Source: an optimization exercise on an open RTL-to-GDS flow (aim: small area, a short achievable clock period and few clock cycles). Production flows keep margins and buffers that such runs may drop. Only simulation tests tie the RTL to the original design; equivalence was not proved. Power is estimated from default activity; no workload was simulated.

## flow/design.v (module list and top-level ports; edited modules follow where they fit)
// module lcrv_isqrt: 51 lines
// module lcrv_ram: 21 lines
// module lidar_column_ring_vertical_filter: 2482 lines
module lidar_column_ring_vertical_filter #(
    parameter int ROWS = 64
) (
    input  wire logic                i_clk,
    input  wire logic                i_rst_n,
    input  wire logic                i_in_valid,
    output logic                     o_in_stall,
    input  wire logic                i_func,
    input  wire logic [5:0]          i_row,
    input  wire logic [19:0]         i_gap_mm,
    input  wire logic [17:0]         i_point_id,
    input  wire logic signed [18:0]  i_x_mm,
    input  wire logic signed [18:0]  i_y_mm,
    input  wire logic signed [18:0]  i_z_mm,
    input  wire logic                i_last_in_column,
    input  wire logic                i_cfg_we,
    input  wire logic [15:0]         i_cfg_wdata,
    output logic                     o_out_valid,
    input  wire logic                i_out_stall,
    output logic [17:0]              o_point_id_res,
    output logic                     o_is_vertical,
    output logic                     o_last_of_run
);
  // ...
==> flow/flow/run.sh <==
#!/bin/bash
set -euo pipefail
bash standard.sh SETUP_SLACK_MARGIN=6.2 finish > orfs_make.log 2>&1
==> flow/standard.sh <==
#!/bin/bash
# synth_recipe.tcl (not shown) runs the flow's synth.tcl, then flattens the netlist and writes it again
# the make line also repeats each setting of config.mk as NAME=value (left out here)
make -C /OpenROAD-flow-scripts/flow DESIGN_CONFIG=/design/flow/config.mk WORK_HOME=/design/flow/orfs CLKGATE_MAP_FILE= SYNTH_SCRIPT=/design/flow/synth_recipe.tcl "${@:-finish}"
==> flow/config.mk <==
export PLATFORM = sky130hd
export DESIGN_NAME = lidar_column_ring_vertical_filter
export DESIGN_NICKNAME = lidar_column_ring_vertical_filter
export VERILOG_FILES = /design/flow/design.v
export SDC_FILE = /design/flow/constraint.sdc
export NUM_CORES = 4
export LEC_CHECK = 0
export CAP_MARGIN = 20
export CORE_MARGIN = 2
export CORE_UTILIZATION = 60
export CTS_CLUSTER_DIAMETER = 130
export CTS_CLUSTER_SIZE = 26
export SLEW_MARGIN = 20
==> flow/constraint.sdc <==
create_clock -name core_clock -period 10.0 [get_ports {i_clk}]
set_input_delay 2.0000 -clock core_clock [delete_from_list [all_inputs] [get_ports {i_clk}]]
set_output_delay 2.0000 -clock core_clock [all_outputs]
set_load 0.01 [all_outputs]
==> summary.txt, run 1 <==
Status
  • Outcome: complete, no violations

Clock network
  • Setup bufs post-CTS: 63
  • Clk Latency, worst-skew pair: 950 ps
  • Post-CTS Resized: about 170

Detailed routing
  • Routed wire length per instance: 29.83 um
  • DRC: 0
  • Detailed-routed wire length on met2: 209300 um

Timing
  • Clk_skew: roughly 86 ps
  • Fin crit share: roughly two fifths
  • Max-slew violations: 0

Layout
  • Post-route non-filler standard cell count: around 15000
  • Number of clock-tree buffers in the layout: about 330
  • Seq/total area: between 60% and 70%
  • Nets: 12444
  • FILL cells: roughly 20000
  • P&R area growth vs syn: 8.609%
  • Post-route cell area: roughly 190000 um^2

Worst setup path
  • Startpoint types: register
  • Arrival @ worst endpoint: 5030 ps

Power and ir drop
  • Seq pwr share: 50.2%
  • Combinational Power Share: ~29%
  • Sequential Power: 22.3 mW

Synthesis
  • Post-Synth XOR/XNOR Area: roughly 1.7%
  • Synth Area in Adders: ~8%
  • Simple-gate share of the synthesized area: under 10%
  • Synthesized area: about 170000 um^2
  • Post-synthesis mux area share: between 5 and 6%
  • Avg Inst Size Synth: ~15 um^2
  • Synth top area cells: edfxtp_1 (49%), dfxtp_1 (20%), fa_1 (4.5%)

Worst hold path
  • Hold path depth: 0

Placement
  • Place WS: about 5000 ps
  • Placed Cells: 14908
Testbench counts, summed over its fixed seeds: cycles 5,169.
==> inputs of run 2 (changes only) <==
--- a/flow/design.v
+++ b/flow/design.v
@@ -2444,31 +2444,35 @@
     logic [5:0]         c_idx;
     logic signed [18:0] c_hi, c_lo;
     logic               vw_v, vw_val;
     logic [5:0]         vw_idx;
     logic [18:0]        r_q [64];       
     logic               r_vb [64];
     logic               w_join, w_close_old, w_hw, w_full, w_eor, w_lot;
     logic [6:0]         w_idx_p;
-    logic signed [19:0] w_spread, w_thr;
     logic signed [18:0] w_zhi, w_zlo;
     logic               r_qroom;
     assign w_full      = !r_qroom;
     assign w_join      = d_have && d_near && (r_len != 7'd64);
     assign w_close_old = d_have && !w_join;
     assign w_discard   = d_v && d_last && w_close_old && (r_len == 7'd64);
     assign w_hw        = h_v && (d_v || (h_c && !w_full));
     assign w_eor       = h_c || !d_v || !w_join;
     assign w_lot       = h_c || !d_v || (!w_join && (!d_last || w_discard));
     assign w_idx_p     = r_wr + {6'd0, h_v};
     assign w_zhi       = (d_z > r_zmax) ? d_z : r_zmax;
     assign w_zlo       = (d_z < r_zmin) ? d_z : r_zmin;
-    assign w_thr       = {4'd0, r_thr};
-    assign w_spread    = {c_hi[18], c_hi} - {c_lo[18], c_lo};
+    logic [20:0] w_va, w_vb2, w_vc, w_vs, w_vk, w_vx;
+    assign w_va  = {{2{c_hi[18]}}, c_hi};
+    assign w_vb2 = ~{{2{c_lo[18]}}, c_lo};
+    assign w_vc  = ~{5'd0, r_thr};
+    assign w_vs  = w_va ^ w_vb2 ^ w_vc;
+    assign w_vk  = ((w_va & w_vb2) | (w_va & w_vc) | (w_vb2 & w_vc)) << 1;
+    assign w_vx  = w_vs + w_vk + 21'd1;
     always_ff @(posedge i_clk) begin
         if (!i_rst_n) begin
             r_thr   <= 16'd80;
             h_v     <= 1'b0;
             r_wr    <= '0;
             r_cpq_v <= 1'b0;
             r_cpq2_v <= 1'b0;
             c_v     <= 1'b0;
@@ -2511,17 +2515,17 @@
                 r_zmin  <= d_z;
                 r_start <= w_idx_p[5:0];
             end
         end
         c_idx  <= r_start;
         c_hi   <= w_join ? w_zhi : r_zmax;
         c_lo   <= w_join ? w_zlo : r_zmin;
         vw_idx <= c_idx;
-        vw_val <= (w_spread > w_thr);
+        vw_val <= !w_vx[20];
         if (w_hw) begin
             r_q[r_wr[5:0]] <= {h_id, w_eor};
             if (w_eor) begin
                 r_vb[r_wr[5:0]] <= w_lot;
             end
         end
         if (vw_v) begin
             r_vb[vw_idx] <= vw_val;
==> run 2 against run 1 <==
  * First-iteration DRC count is 9.3% lower
  * Power increased by 2.3%
  * Register-to-register slack better by 430 ps
  * Still clean
  * Highest routed layer unchanged
  * Largest power group unchanged
==> summary.txt, run 2 <==
Clock network
  • Hold-fix buffers, CTS: 0 (unchanged)
  • H-tree Lvls: 4 (unchanged)
  • CTS sink count: 4502 (unchanged)
  • Clk Latency, worst-skew pair: 970 ps (was 950 ps)
  • Root Buffer: clkbuf_16 (unchanged)
  • Clk buf depth: 4 (unchanged)
  • Clock-pin slew on the worst setup and hold paths: 100 ps (was 110 ps)
  • TritonCTS Buffers: 195 (unchanged)
  • TritonCTS clock tree: yes (unchanged)

GRT
  • Gr ovfl total: 0 (unchanged)
  • Number of global-route vias before repair: 93555 (was 95191)
  • First-pass GRT wire length: 640300 um (was 653000 um)
  • Antenna violations before repair: 11 (was 29)
  • Largest net degree at the start of global routing: 85 (was 91)
  • GR Util All Layers: 30.72% (was 31.44%)

Synthesis
  • Synth Flop Type: edfxtp_1 (unchanged)
  • Synth Net Count: 12109 (was 12159)
  • Synth top area cells: edfxtp_1 (49%), dfxtp_1 (20%), fa_1 (4.7%) (was edfxtp_1 (49%), dfxtp_1 (20%), fa_1 (4.5%))
  • Count leader, synth: edfxtp_1 (unchanged)
  • Synth async-reset ratio: 0% (unchanged)
  • Commonest cells post-synth: edfxtp_1 (2781), dfxtp_1 (1721), inv_1 (802) (was edfxtp_1 (2781), dfxtp_1 (1721), inv_1 (803))
  • Area share of the largest cell type after synthesis: 48.80% (was 48.85%)
  • Mapped Cells: 11119 (was 11170)
  • Avg Inst Size Synth: 15.39 um^2 (was 15.31 um^2)
  • Flop and latch count out of synthesis: 4502 (unchanged)
  • Synth area leader: edfxtp_1 (unchanged)
  • Register area share after synthesis: 68.93% (was 69.00%)
  • YS warnings: 2 (unchanged)
  • EDFF count, synth: 2781 (unchanged)
  • Synthesized area: 171100 um^2 (was 171000 um^2)
  • Post-synth cell types: 99 (was 91)

Timing
  • Final setup TNS: 0 ps (unchanged)
  • Setup-failing EPs final: 0 (unchanged)
  • Max Freq: 0.2655 GHz (was 0.2384 GHz)
  • Setup ws final: 6233 ps (was 5806 ps)
  • Worst hold slack: 275.4 ps (was 268.2 ps)
  • Min Tclk post-route: 3767 ps (was 4194 ps)
  • Clk_skew: 67.29 ps (was 85.63 ps)
  • Unrepaired setup endpoints after global routing: yes (unchanged)
  • Fin crit share: 37.67% (was 41.94%)
  • Max-slew violations: 0 (unchanged)
  • Slew HR: 8.407% (was 5.885%)
  • Final hold vios: 0 (unchanged)
  • Measured slew at the worst slew-check pin: 1374 ps (was 1412 ps)

Layout
  • Final Core Density: 65.33% (was 65.66%)
  • Post-route cell area: 185800 um^2 (was 185700 um^2)
  • Post-route non-filler standard cell count: 15330 (was 15366)
  • Share of layout cells above drive strength 1: 12.39% (was 12.02%)
  • Nets: 12407 (was 12444)
  • Commonest non-fill, non-tap cell in the layout: edfxtp_1 (unchanged)
  • Commonest non-fill, non-tap cells in the layout: edfxtp_1 (2781), dfxtp_1 (1643), inv_1 (796) (was edfxtp_1 (2781), dfxtp_1 (1660), inv_1 (795))
  • P&R area growth vs syn: 8.595% (was 8.609%)

Worst setup path
  • Arrival @ worst endpoint: 4570 ps (was 5030 ps)
  • Worst R2R Path Depth: 12 (was 21)
  • CP Max Fanout: 2 (unchanged)
  • CP Class: register to register (unchanged)
  • Startpoint types: register (unchanged)
  • RR Endpoint: s1_t18_1$_DFF_P_ (was vw_val$_DFF_P_)
  • Worst EP required: 10810 ps (was 10840 ps)
  • Worst r2r src: s0_vx[16]$_DFF_P_ (was c_hi[0]$_DFF_P_)
  • CP Launch Point: s0_vx[16]$_DFF_P_ (was c_hi[0]$_DFF_P_)
  • Register-to-register path setup slack: 6230 ps (was 5810 ps)
  • CP Capture Type: register (unchanged)

Detailed routing
  • DR vias/cell: 6.244 (was 6.294)
  • Vias after detailed routing: 95715 (was 96714)
  • Initial DRC Count: 12727 (was 14032)
  • DRC: 0 (unchanged)
  • DRT antenna net count: 0 (unchanged)
  • Initial DRT Pass Iterations: 6 (was 7)
  • Wirelength, routed: 449300 um (was 458400 um)
  • Routed wire length per instance: 29.31 um (was 29.83 um)

Worst hold path
  • Hold path depth: 0 (unchanged)
  • Hold Crit Class: register to register (unchanged)
  • Hold Path End: q10_last$_DFF_P_ (was q1_row[1]$_DFF_P_)
  • Min-delay src: q8_last$_DFF_P_ (was q0_row[1]$_DFF_P_)

Power and ir drop
  • Pleak: 68.34 nW (was 68.24 nW)
  • Final total power: 45.44 mW (was 44.44 mW)
  • Maximum vdd drop: 0.4376 mV (was 0.1961 mV)
  • Pwr Density: 244.5 nW/um^2 (was 239.3 nW/um^2)

Die
  • Initial core utilization: 60.16% (was 60.46%)
  • Die area: 289500 um^2 (was 289200 um^2)
  • Num ports: 146 (unchanged)
  • Die span in y: 538.1 um (was 537.8 um)
  • Core Region: 284500 um^2 (was 282800 um^2)
  • Die width: 538.1 um (was 537.8 um)
  • # rows: 196 (was 195)

Placement
  • Routability cong.: 0.8913 (was 0.8925)
  • IO Port Bufs: 145 (unchanged)
  • Place WS: 4653 ps (was 4861 ps)
  • Placed Cells: 14873 (was 14908)
  • DP HPWL: 269800 um (was 266600 um)
  • Post-Place Cell Area: 178300 um^2 (about the same)

Status
  • Outcome: complete, no violations (unchanged)

Flow run
  • Max Cap Viol: 0 (unchanged)
## run 2: cell count changes in the layout (fill, tap and decap cells not counted), moves of 12 or more
cell and change:
or3_1 +12, mux2_2 +16, xor2_1 -28, nor2_1 +39, ha_1 -12, nand2_1 -53
o22ai_1 +13, dfxtp_2 +18, nand3_1 -17, fa_1 +18, dfxtp_1 -17, o21ai_0 -50
## run 2: metal layers
layer	vias to the layer above	share of wire, %	track usage (%)
li1	41084	-	-
met4	2	3.7	9.716
met5	-	0.018	0
met2	5147	46	48.11
met1	48458	39	42.77
met3	1024	12	7.458
## run 2: worst max path at each step
| stage | to | slack (ps) |
|---|---|---|
| final | s1_t18_1$_DFF_P_ | 6230 |
| after detailed placement | r_cur_vert$_DFFE_PP_ | 4650 |
| after global placement | r_cur_vert$_DFFE_PP_ | 4730 |
| after global routing | q10_rem[8]$_DFF_P_ | 6110 |
| after CTS | q10_rem[8]$_DFF_P_ | 6170 |
| after floorplan | q10_rem[4]$_DFF_P_ | 6200 |
## run 2: power breakdown
| part | switching [mW] | leakage [nW] | internal [mW] |
|---|---|---|---|
| registers | 0.912 | 40.0 | 21.5 |
| logic | 7.48 | 25.7 | 6.24 |
| clock network | 5.53 | 2.68 | 3.79 |
## run 2: layout make-up
type | count | area (um^2)
Clock inverter | 12 | 235.2
Fill cell | 20274 | 98640
Antenna cell | 14 | 35.03
Timing Repair Buffer | 530 | 4698
Tap cell | 3762 | 4707
Clock buffer | 322 | 5399
Multi-Input combinational cell | 5384 | 49640
Inverter | 804 | 3032
Sequential cell | 4502 | 118100
## run 2: what timing repair did
action / CTS / global route
endpoints found under the setup margin: 461 / 234
setup buffers: 51 / 50
gates cloned: 4 / 4
gates resized for setup: 151 / 88
pin swaps: 30 / 45
endpoints found under the hold margin: 0 / 0
## run 2: worst max-delay path, cell delays in order (launching register included)
cell and delay (ps):
dfxtp_4 360, buf_12 130, and2_4 130, fa_1 480, inv_1 50, fa_1 470
inv_1 50, fa_1 470, inv_1 50, fa_2 520, inv_1 50, fa_1 490
fa_1 400
## run 2: kinds of logic after synthesis
group                      synth area share (%)
DFF                                       68.93
AOI/OAI and AO/OA                         7.144
xor gates and xnor gates                  1.580
buffers and inverters                     2.764
adders and majority gates                 8.095
and+or+nand+nor                           5.564
muxes                                     5.920
Testbench counts of run 2, summed over its fixed seeds: cycles 5,169.

[what the ideal ports hide]
The flow's constraints put no driver on any port. The routed layouts listed below were extracted and timed again, unchanged, in two steps.
Step 1 (the two cells are an assumption about what drives the block):
set clk [get_ports {i_clk}]
set_driving_cell -lib_cell sky130_fd_sc_hd__clkbuf_16 $clk
set_driving_cell -lib_cell sky130_fd_sc_hd__buf_2 [delete_from_list [all_inputs] $clk]
Step 2 times the ports against the registers' clock, not the clock port: input delays grow and output delays shrink by t, the midpoint of the rising clock arrivals with the driver on.
Slacks: ideal / step 1 / step 2; pairs: ideal / step 1.
run	t (ns)	setup WS [ns]	worst data-port slew with drivers (ns)
run 1	1.026	5.806 / 5.806 / 5.384	0.18
run 2	1.028	6.233 / 6.233 / 5.298	0.04
After both steps every run listed still meets setup and hold. For run 2, which loses most, drivers alone change the setup slack by 0.000 ns; drivers and shift together by -0.935 ns.
